Source: an optimization exercise on an open RTL-to-GDS flow (aim: small area, a short achievable clock period and few clock cycles per item). Production flows keep margins and buffers that such runs may drop. The RTL was checked by simulation tests, not by an equivalence proof against the original design.

build 70:
==> module sm3_expnd_ctrl, before the edit <==
module sm3_expnd_ctrl (
    input  logic clk,
    input  logic rst_n,
    input  logic pad_vld_i,
    input  logic pad_lst_i,
    output logic pad_rdy_o,
    output logic sel_exp_o,      
    output logic sel_pad_o,      
    output logic expnd_vld_o,
    output logic expnd_lst_o
);
    logic [6:0] idx_q;       
    logic [3:0] dbt_q;       
    logic       done_q;      
    logic       lst_q;       
    logic       lsto_q;
    logic       rdy_q;       
    logic       exp_q;       
    logic       vld_q;
    logic       selp_q;      
    logic       f_end_q;     
    logic       f_w15_q;     
    logic       f_idx0_q;    
    logic       f_ge4_q;     
    logic       f_ge5_q;     
    logic       f_dbt15_q;   
    logic       pad_acc;
    logic       inc;         
    logic       wrap;        
    logic       turn;        
    logic       rdy_d;
    logic       exp_d;
    logic       vld_d;
    assign pad_acc = pad_vld_i && rdy_q;
    assign inc     = exp_q || pad_acc;
    assign wrap    = exp_q && f_end_q;
    assign turn    = !exp_q && !pad_acc && !f_idx0_q;
    always_comb begin
        if (exp_q) begin
            exp_d = !f_end_q;
            rdy_d = f_end_q;
            vld_d = 1'b1;                        
        end else if (rdy_q) begin
            exp_d = pad_vld_i && f_w15_q;
            rdy_d = pad_vld_i ? !f_w15_q : f_idx0_q;
            vld_d = pad_vld_i && f_ge4_q;
        end else begin
            exp_d = 1'b0;
            rdy_d = f_idx0_q || f_dbt15_q;       
            vld_d = f_dbt15_q && f_ge5_q && !done_q;
        end
    end
    always_ff @(posedge clk or negedge rst_n) begin
        if (!rst_n) begin
            idx_q     <= '0;
            dbt_q     <= '0;
            done_q    <= 1'b0;
            lst_q     <= 1'b0;
            lsto_q    <= 1'b0;
            rdy_q     <= 1'b0;    
            selp_q    <= 1'b0;
            exp_q     <= 1'b0;
            vld_q     <= 1'b0;
            f_end_q   <= 1'b0;
            f_w15_q   <= 1'b0;
            f_idx0_q  <= 1'b1;
            f_ge4_q   <= 1'b0;
            f_ge5_q   <= 1'b0;
            f_dbt15_q <= 1'b0;
        end else begin
            rdy_q  <= rdy_d;
            selp_q <= rdy_d || exp_d;
            exp_q  <= exp_d;
            vld_q  <= vld_d;
            lsto_q <= wrap && lst_q;
            if (inc) begin
                idx_q     <= wrap ? 7'd0 : idx_q + 7'd1;
                f_end_q   <= (idx_q == 7'(67 - 1));
                f_w15_q   <= (idx_q == 7'd14);
                f_idx0_q  <= wrap;
                f_ge4_q   <= !wrap && (idx_q >= 7'd3);
                f_ge5_q   <= !wrap && (idx_q >= 7'(5 - 1));
            end
            if (turn) begin
                dbt_q     <= dbt_q + 4'd1;
                f_dbt15_q <= (dbt_q == 4'd14);
            end
            if (pad_acc) begin
                done_q <= 1'b0;
                lst_q  <= (lst_q && !f_idx0_q) || pad_lst_i;
            end else if (turn) begin
                done_q <= done_q || vld_q;
            end
        end
    end
    assign pad_rdy_o   = rdy_q;
    assign sel_exp_o   = exp_q;
    assign sel_pad_o   = selp_q;
    assign expnd_vld_o = vld_q;
    assign expnd_lst_o = lsto_q;
endmodule
==> module sm3_word_window, before the edit <==
module sm3_word_window (
    input  logic                     clk,
    input  logic                     sel_exp_i,
    input  logic                     sel_pad_i,
    input  sm3_expnd_pkg::sm3_word_t pad_d_i,
    output sm3_expnd_pkg::sm3_word_t wj_o,
    output sm3_expnd_pkg::sm3_word_t wjj_o
);
    localparam int NEWEST = 16 - 1;
    sm3_expnd_pkg::sm3_word_t win_q [16];
    sm3_expnd_pkg::sm3_word_t wjj_q;
    sm3_expnd_pkg::sm3_word_t mix_word;
    sm3_expnd_pkg::sm3_word_t exp_word;
    sm3_expnd_pkg::sm3_word_t in_word;
    function automatic sm3_expnd_pkg::sm3_word_t rotl(input sm3_expnd_pkg::sm3_word_t x, input int unsigned n);
        rotl = (x << n) | (x >> (32 - n));
    endfunction
    function automatic sm3_expnd_pkg::sm3_word_t p1(input sm3_expnd_pkg::sm3_word_t x);
        p1 = x ^ rotl(x, 15) ^ rotl(x, 23);
    endfunction
    assign mix_word = win_q[0] ^ win_q[7] ^ rotl(win_q[13], 15);
    assign exp_word = p1(mix_word) ^ rotl(win_q[3], 7) ^ win_q[10];
    assign in_word = sel_pad_i ? pad_d_i : win_q[0];
    always_ff @(posedge clk) begin
        for (int i = 0; i < NEWEST; i++) begin
            win_q[i] <= win_q[i + 1];
        end
        win_q[NEWEST] <= sel_exp_i ? exp_word : in_word;
        wjj_q         <= sel_exp_i ? (win_q[NEWEST - 3] ^ exp_word)
                                   : (win_q[NEWEST - 3] ^ in_word);
    end
    assign wj_o  = win_q[NEWEST - 4];
    assign wjj_o = wjj_q;   
endmodule
==> module sm3_expnd_top, before the edit <==
module sm3_expnd_top (
    input  logic      clk,
    input  logic      rst_n,
    input  sm3_expnd_pkg::sm3_word_t pad_d_i,
    input  logic      pad_vld_i,
    input  logic      pad_lst_i,
    output logic      pad_rdy_o,
    output sm3_expnd_pkg::sm3_word_t wj_o,
    output sm3_expnd_pkg::sm3_word_t wjj_o,
    output logic      expnd_vld_o,
    output logic      expnd_lst_o
);
    logic sel_exp;
    logic sel_pad;
    sm3_expnd_ctrl u_ctrl (
        .clk         (clk),
        .rst_n       (rst_n),
        .pad_vld_i   (pad_vld_i),
        .pad_lst_i   (pad_lst_i),
        .pad_rdy_o   (pad_rdy_o),
        .sel_exp_o   (sel_exp),
        .sel_pad_o   (sel_pad),
        .expnd_vld_o (expnd_vld_o),
        .expnd_lst_o (expnd_lst_o)
    );
    sm3_word_window u_window (
        .clk       (clk),
        .sel_exp_i (sel_exp),
        .sel_pad_i (sel_pad),
        .pad_d_i   (pad_d_i),
        .wj_o      (wj_o),
        .wjj_o     (wjj_o)
    );
endmodule
Settings: LEC_CHECK=0, CAP_MARGIN=20, CORE_MARGIN=2, CORE_UTILIZATION=40, CTS_CLUSTER_DIAMETER=80, CTS_CLUSTER_SIZE=30, SETUP_SLACK_MARGIN=1.8, SLEW_MARGIN=20; clock period 3.5 ns.
run.sh (not shown) runs the stock make flow with config.mk's settings and CLKGATE_MAP_FILE= SYNTH_SCRIPT=/design/flow/synth_recipe.tcl, a recipe that flattens the netlist after the stock synthesis.
Testbench counts of build 70, summed over its fixed seeds: cycles 6,536, items 6,144.
Input-level comparison between build 27 and build 70:
-- flow/design.v --
<<< build 70, line 10
    output logic pad_rdy_o,
    output logic sel_exp_o,      
    output logic sel_pad_o,      
    output logic expnd_vld_o,
>>> build 27, line 10
    output logic pad_rdy_o,
    output logic sel_exp_o,      
    output logic sel_wexp_o,     
    output logic sel_pad_o,      
    output logic expnd_vld_o,
<<< build 70, line 18
    logic       done_q;      
    logic       lst_q;       
    logic       lsto_q;
    logic       rdy_q;       
    logic       exp_q;       
    logic       vld_q;
    logic       selp_q;      
    logic       f_end_q;     
    logic       f_w15_q;     
>>> build 27, line 19
    logic       done_q;      
    logic       lst_q;       
    logic       tlst_q;      
    logic       lsto_q;
    logic       rdy_q;       
    logic       exp_q;       
    logic       wexp_q;      
    logic       vld_q;
    logic       selp_q;      
    logic [3:0] tail_q;      
    logic       f_end_q;     
    logic       f_w15_q;     
<<< build 70, line 36
    logic       exp_d;
    logic       vld_d;
    assign pad_acc = pad_vld_i && rdy_q;
    assign inc     = exp_q || pad_acc;
    assign wrap    = exp_q && f_end_q;
    assign turn    = !exp_q && !pad_acc && !f_idx0_q;
    always_comb begin
        if (exp_q) begin
>>> build 27, line 40
    logic       exp_d;
    logic       vld_d;
    logic [3:0] tail_d;
    assign pad_acc = pad_vld_i && rdy_q;
    assign inc     = exp_q || pad_acc;
    assign wrap    = exp_q && f_end_q;
    assign turn    = !exp_q && !pad_acc && !f_idx0_q;
    assign tail_d  = {tail_q[2:0], wrap};
    always_comb begin
        if (exp_q) begin
<<< build 70, line 61
            done_q    <= 1'b0;
            lst_q     <= 1'b0;
            lsto_q    <= 1'b0;
            rdy_q     <= 1'b0;    
            selp_q    <= 1'b0;
            exp_q     <= 1'b0;
            vld_q     <= 1'b0;
            f_end_q   <= 1'b0;
            f_w15_q   <= 1'b0;
>>> build 27, line 67
            done_q    <= 1'b0;
            lst_q     <= 1'b0;
            tlst_q    <= 1'b0;
            lsto_q    <= 1'b0;
            rdy_q     <= 1'b0;    
            selp_q    <= 1'b0;
            exp_q     <= 1'b0;
            wexp_q    <= 1'b0;
            vld_q     <= 1'b0;
            tail_q    <= '0;
            f_end_q   <= 1'b0;
            f_w15_q   <= 1'b0;
<<< build 70, line 76
            selp_q <= rdy_d || exp_d;
            exp_q  <= exp_d;
            vld_q  <= vld_d;
            lsto_q <= wrap && lst_q;
            if (inc) begin
                idx_q     <= wrap ? 7'd0 : idx_q + 7'd1;
                f_end_q   <= (idx_q == 7'(67 - 1));
                f_w15_q   <= (idx_q == 7'd14);
                f_idx0_q  <= wrap;
>>> build 27, line 85
            selp_q <= rdy_d || exp_d;
            exp_q  <= exp_d;
            wexp_q <= exp_d || (tail_d[2:0] != 3'd0);
            vld_q  <= vld_d || (tail_d[3:1] != 3'd0);
            tail_q <= tail_d;
            lsto_q <= tail_q[2] && tlst_q;
            if (wrap) begin
                tlst_q <= lst_q;
            end
            if (inc) begin
                idx_q     <= wrap ? 7'd0 : idx_q + 7'd1;
                f_end_q   <= (idx_q == 7'(64 - 1));
                f_w15_q   <= (idx_q == 7'd14);
                f_idx0_q  <= wrap;
<<< build 70, line 100
    assign pad_rdy_o   = rdy_q;
    assign sel_exp_o   = exp_q;
    assign sel_pad_o   = selp_q;
    assign expnd_vld_o = vld_q;
>>> build 27, line 114
    assign pad_rdy_o   = rdy_q;
    assign sel_exp_o   = exp_q;
    assign sel_wexp_o  = wexp_q;
    assign sel_pad_o   = selp_q;
    assign expnd_vld_o = vld_q;
<<< build 70, line 108
    input  logic                     clk,
    input  logic                     sel_exp_i,
    input  logic                     sel_pad_i,
    input  sm3_expnd_pkg::sm3_word_t pad_d_i,
>>> build 27, line 123
    input  logic                     clk,
    input  logic                     sel_exp_i,
    input  logic                     sel_wexp_i,
    input  logic                     sel_pad_i,
    input  sm3_expnd_pkg::sm3_word_t pad_d_i,
<<< build 70, line 133
        end
        win_q[NEWEST] <= sel_exp_i ? exp_word : in_word;
        wjj_q         <= sel_exp_i ? (win_q[NEWEST - 3] ^ exp_word)
                                   : (win_q[NEWEST - 3] ^ in_word);
    end
    assign wj_o  = win_q[NEWEST - 4];
>>> build 27, line 149
        end
        win_q[NEWEST] <= sel_exp_i ? exp_word : in_word;
        wjj_q         <= sel_wexp_i ? (win_q[NEWEST - 3] ^ exp_word)
                                    : (win_q[NEWEST - 3] ^ in_word);
    end
    assign wj_o  = win_q[NEWEST - 4];
<<< build 70, line 153
);
    logic sel_exp;
    logic sel_pad;
    sm3_expnd_ctrl u_ctrl (
>>> build 27, line 169
);
    logic sel_exp;
    logic sel_wexp;
    logic sel_pad;
    sm3_expnd_ctrl u_ctrl (
<<< build 70, line 161
        .pad_rdy_o   (pad_rdy_o),
        .sel_exp_o   (sel_exp),
        .sel_pad_o   (sel_pad),
        .expnd_vld_o (expnd_vld_o),
>>> build 27, line 178
        .pad_rdy_o   (pad_rdy_o),
        .sel_exp_o   (sel_exp),
        .sel_wexp_o  (sel_wexp),
        .sel_pad_o   (sel_pad),
        .expnd_vld_o (expnd_vld_o),
<<< build 70, line 168
        .clk       (clk),
        .sel_exp_i (sel_exp),
        .sel_pad_i (sel_pad),
        .pad_d_i   (pad_d_i),
>>> build 27, line 186
        .clk       (clk),
        .sel_exp_i (sel_exp),
        .sel_wexp_i(sel_wexp),
        .sel_pad_i (sel_pad),
        .pad_d_i   (pad_d_i),
### Flow results
Build 27 was carried through to the last stage, and its layout satisfied the timing, design-rule and antenna checks. Build 27: compound-gate portion of the synthesized area lower than build 70. On final non-filler cell area: between build 27 and build 70, it ends up lower for build 70. Re non-clock buffer contribution to total cell area: build 70 was higher than build 27. Build 27 — synthesized instance count 8.9% higher, build 70 as reference. Compared to build 70, the number of flip-flops in build 27 is higher. Lower detailed-placement wirelength estimate among build 27 and build 70: build 70. Relative to build 70, post-route minimum period decreased by 22 ps in build 27. Placed instance count, build 27 vs build 70: up by a little under 10%. Worst setup path endpoint: expnd_vld_o -> build 70, pad_rdy_o -> build 27. Build 27 ends up with higher worst setup slack than build 70 does. The die used by build 27 is larger than the one used by build 70. In the flow results for build 27 and build 70, the worst slew slack as a fraction of its limit is larger on build 70.
Testbench counts of build 27, summed over its fixed seeds: cycles 6,272, items 6,144.

sm3_expnd_top, a different RTL version from the one above (not shown whole).
For scale: ~1000 cells after synthesis, ~100 I/O pins, about 15000 µm² of cells after synthesis.
==> module sm3_expnd_ctrl, before the edit <==
module sm3_expnd_ctrl (
    input  logic clk,
    input  logic rst_n,
    input  logic pad_vld_i,
    input  logic pad_lst_i,
    output logic pad_rdy_o,
    output logic sel_exp_o,      
    output logic sel_wexp_o,     
    output logic sel_pad_o,      
    output logic expnd_vld_o,
    output logic expnd_lst_o
);
    logic [6:0] idx_q;       
    logic [3:0] dbt_q;       
    logic       done_q;      
    logic       lst_q;       
    logic       tlst_q;      
    logic       lsto_q;
    logic       rdy_q;       
    logic       exp_q;       
    logic       wexp_q;      
    logic       vld_q;
    logic       selp_q;      
    logic [3:0] tail_q;      
    logic       f_end_q;     
    logic       f_w15_q;     
    logic       f_idx0_q;    
    logic       f_ge4_q;     
    logic       f_ge5_q;     
    logic       f_dbt15_q;   
    logic       pad_acc;
    logic       inc;         
    logic       wrap;        
    logic       turn;        
    logic       rdy_d;
    logic       exp_d;
    logic       vld_d;
    logic [3:0] tail_d;
    assign pad_acc = pad_vld_i && selp_q && !exp_q;
    assign inc     = exp_q || (pad_vld_i && selp_q);
    assign wrap    = exp_q && f_end_q;
    assign turn    = !exp_q && !(pad_vld_i && selp_q) && !f_idx0_q;
    assign tail_d  = {tail_q[2:0], wrap};
    always_comb begin
        if (exp_q) begin
            exp_d = !f_end_q;
            rdy_d = f_end_q;
            vld_d = 1'b1;                        
        end else if (selp_q) begin
            exp_d = pad_vld_i && f_w15_q;
            rdy_d = pad_vld_i ? !f_w15_q : f_idx0_q;
            vld_d = pad_vld_i && f_ge4_q;
        end else begin
            exp_d = 1'b0;
            rdy_d = f_idx0_q || f_dbt15_q;       
            vld_d = f_dbt15_q && f_ge5_q && !done_q;
        end
    end
    always_ff @(posedge clk or negedge rst_n) begin
        if (!rst_n) begin
            idx_q     <= '0;
            dbt_q     <= '0;
            done_q    <= 1'b0;
            lst_q     <= 1'b0;
            tlst_q    <= 1'b0;
            lsto_q    <= 1'b0;
            rdy_q     <= 1'b0;    
            selp_q    <= 1'b0;
            exp_q     <= 1'b0;
            wexp_q    <= 1'b0;
            vld_q     <= 1'b0;
            tail_q    <= '0;
            f_end_q   <= 1'b0;
            f_w15_q   <= 1'b0;
            f_idx0_q  <= 1'b1;
            f_ge4_q   <= 1'b0;
            f_ge5_q   <= 1'b0;
            f_dbt15_q <= 1'b0;
        end else begin
            rdy_q  <= rdy_d;
            selp_q <= rdy_d || exp_d;
            exp_q  <= exp_d;
            wexp_q <= exp_d || (tail_d[2:0] != 3'd0);
            vld_q  <= vld_d || (tail_d[3:1] != 3'd0);
            tail_q <= tail_d;
            lsto_q <= tail_q[2] && tlst_q;
            if (wrap) begin
                tlst_q <= lst_q;
            end
            if (inc) begin
                idx_q     <= wrap ? 7'd0 : idx_q + 7'd1;
                f_end_q   <= (idx_q == 7'(64 - 1));
                f_w15_q   <= (idx_q == 7'd14);
                f_idx0_q  <= wrap;
                f_ge4_q   <= !wrap && (idx_q >= 7'd3);
                f_ge5_q   <= !wrap && (idx_q >= 7'(5 - 1));
            end
            if (turn) begin
                dbt_q     <= dbt_q + 4'd1;
                f_dbt15_q <= (dbt_q == 4'd14);
            end
            if (pad_acc) begin
                done_q <= 1'b0;
                lst_q  <= (lst_q && !f_idx0_q) || pad_lst_i;
            end else if (turn) begin
                done_q <= done_q || vld_q;
            end
        end
    end
    assign pad_rdy_o   = rdy_q;
    assign sel_exp_o   = exp_q;
    assign sel_wexp_o  = wexp_q;
    assign sel_pad_o   = selp_q;
    assign expnd_vld_o = vld_q;
    assign expnd_lst_o = lsto_q;
endmodule
export LEC_CHECK = 0
export CAP_MARGIN = 20
export CORE_MARGIN = 2
export CORE_UTILIZATION = 65
export CTS_CLUSTER_DIAMETER = 80
export CTS_CLUSTER_SIZE = 30
export SETUP_SLACK_MARGIN = 1.7
export SLEW_MARGIN = 20
create_clock -name core_clock -period 3.5 [get_ports {clk}]
standard.sh (not shown) runs the stock make flow with config.mk's settings and CLKGATE_MAP_FILE= SYNTH_SCRIPT=/design/flow/synth_recipe.tcl, a recipe that flattens the netlist after the stock synthesis.
==> flow/flow/run.sh <==
#!/bin/bash
# The standard layout, with every port buffered by a buf_2 instead of the
# buffer buffer_ports picks by itself.
set -euo pipefail
export BUFFER_PORTS_ARGS="-buffer_cell sky130_fd_sc_hd__buf_2"
bash standard.sh finish > standard.log 2>&1
The starting point passed the timing, design-rule and antenna checks.
Testbench counts at the start, summed over its fixed seeds: cycles 6,272, items 6,144.
Edit:
--- a/flow/design.v
+++ b/flow/design.v
@@ -37,23 +37,23 @@
     logic       wrap;        
     logic       turn;        
     logic       rdy_d;
     logic       exp_d;
     logic       vld_d;
     logic [3:0] tail_d;
-    assign pad_acc = pad_vld_i && selp_q && !exp_q;
-    assign inc     = exp_q || (pad_vld_i && selp_q);
+    assign pad_acc = pad_vld_i && rdy_q;
+    assign inc     = exp_q || pad_acc;
     assign wrap    = exp_q && f_end_q;
-    assign turn    = !exp_q && !(pad_vld_i && selp_q) && !f_idx0_q;
+    assign turn    = !exp_q && !pad_acc && !f_idx0_q;
     assign tail_d  = {tail_q[2:0], wrap};
     always_comb begin
         if (exp_q) begin
             exp_d = !f_end_q;
             rdy_d = f_end_q;
             vld_d = 1'b1;                        
-        end else if (selp_q) begin
+        end else if (rdy_q) begin
             exp_d = pad_vld_i && f_w15_q;
             rdy_d = pad_vld_i ? !f_w15_q : f_idx0_q;
             vld_d = pad_vld_i && f_ge4_q;
         end else begin
             exp_d = 1'b0;
             rdy_d = f_idx0_q || f_dbt15_q;       
Die area barely changes. Synthesized area is about the same. Count of clock-buffer cells in the layout increases by 1. Wire length hardly moves. Non-clock buffer count decreases by 1. Cell area is about the same. Hold slack improves by 8.7 ps.
Testbench counts after the change, summed over its fixed seeds: cycles 6,272, items 6,144.

[what the ideal ports hide]
No port has a modelled driver above. Below, the same layouts with a new extraction and two added sets of constraints. Step 1, drivers: a clkbuf_16 drives clk and a buf_2 each remaining input, both assumed. Step 2 times the ports against the registers' clock, not the clock port: input delays grow and output delays shrink by t, the midpoint of the rising clock arrivals with the driver on. a / b / c = ideal ports / drivers / drivers and shift; a / b = the first two.
run	t, ns	setup slack, ns	clock arrival spread, ns
build 70	0.581	1.660 / 1.613 / 1.330	0.036 / 0.036
build 27	0.615	1.682 / 1.633 / 1.343	0.033 / 0.033
the first run of note 2	0.584	1.728 / 1.680 / 1.648	0.019 / 0.018
the second run of note 2	0.575	1.697 / 1.650 / 1.654	0.036 / 0.036
After both steps every run listed still meets setup and hold. The setup slack of build 27, which loses most, moves by -0.049 ns with the drivers and by -0.339 ns with both steps.
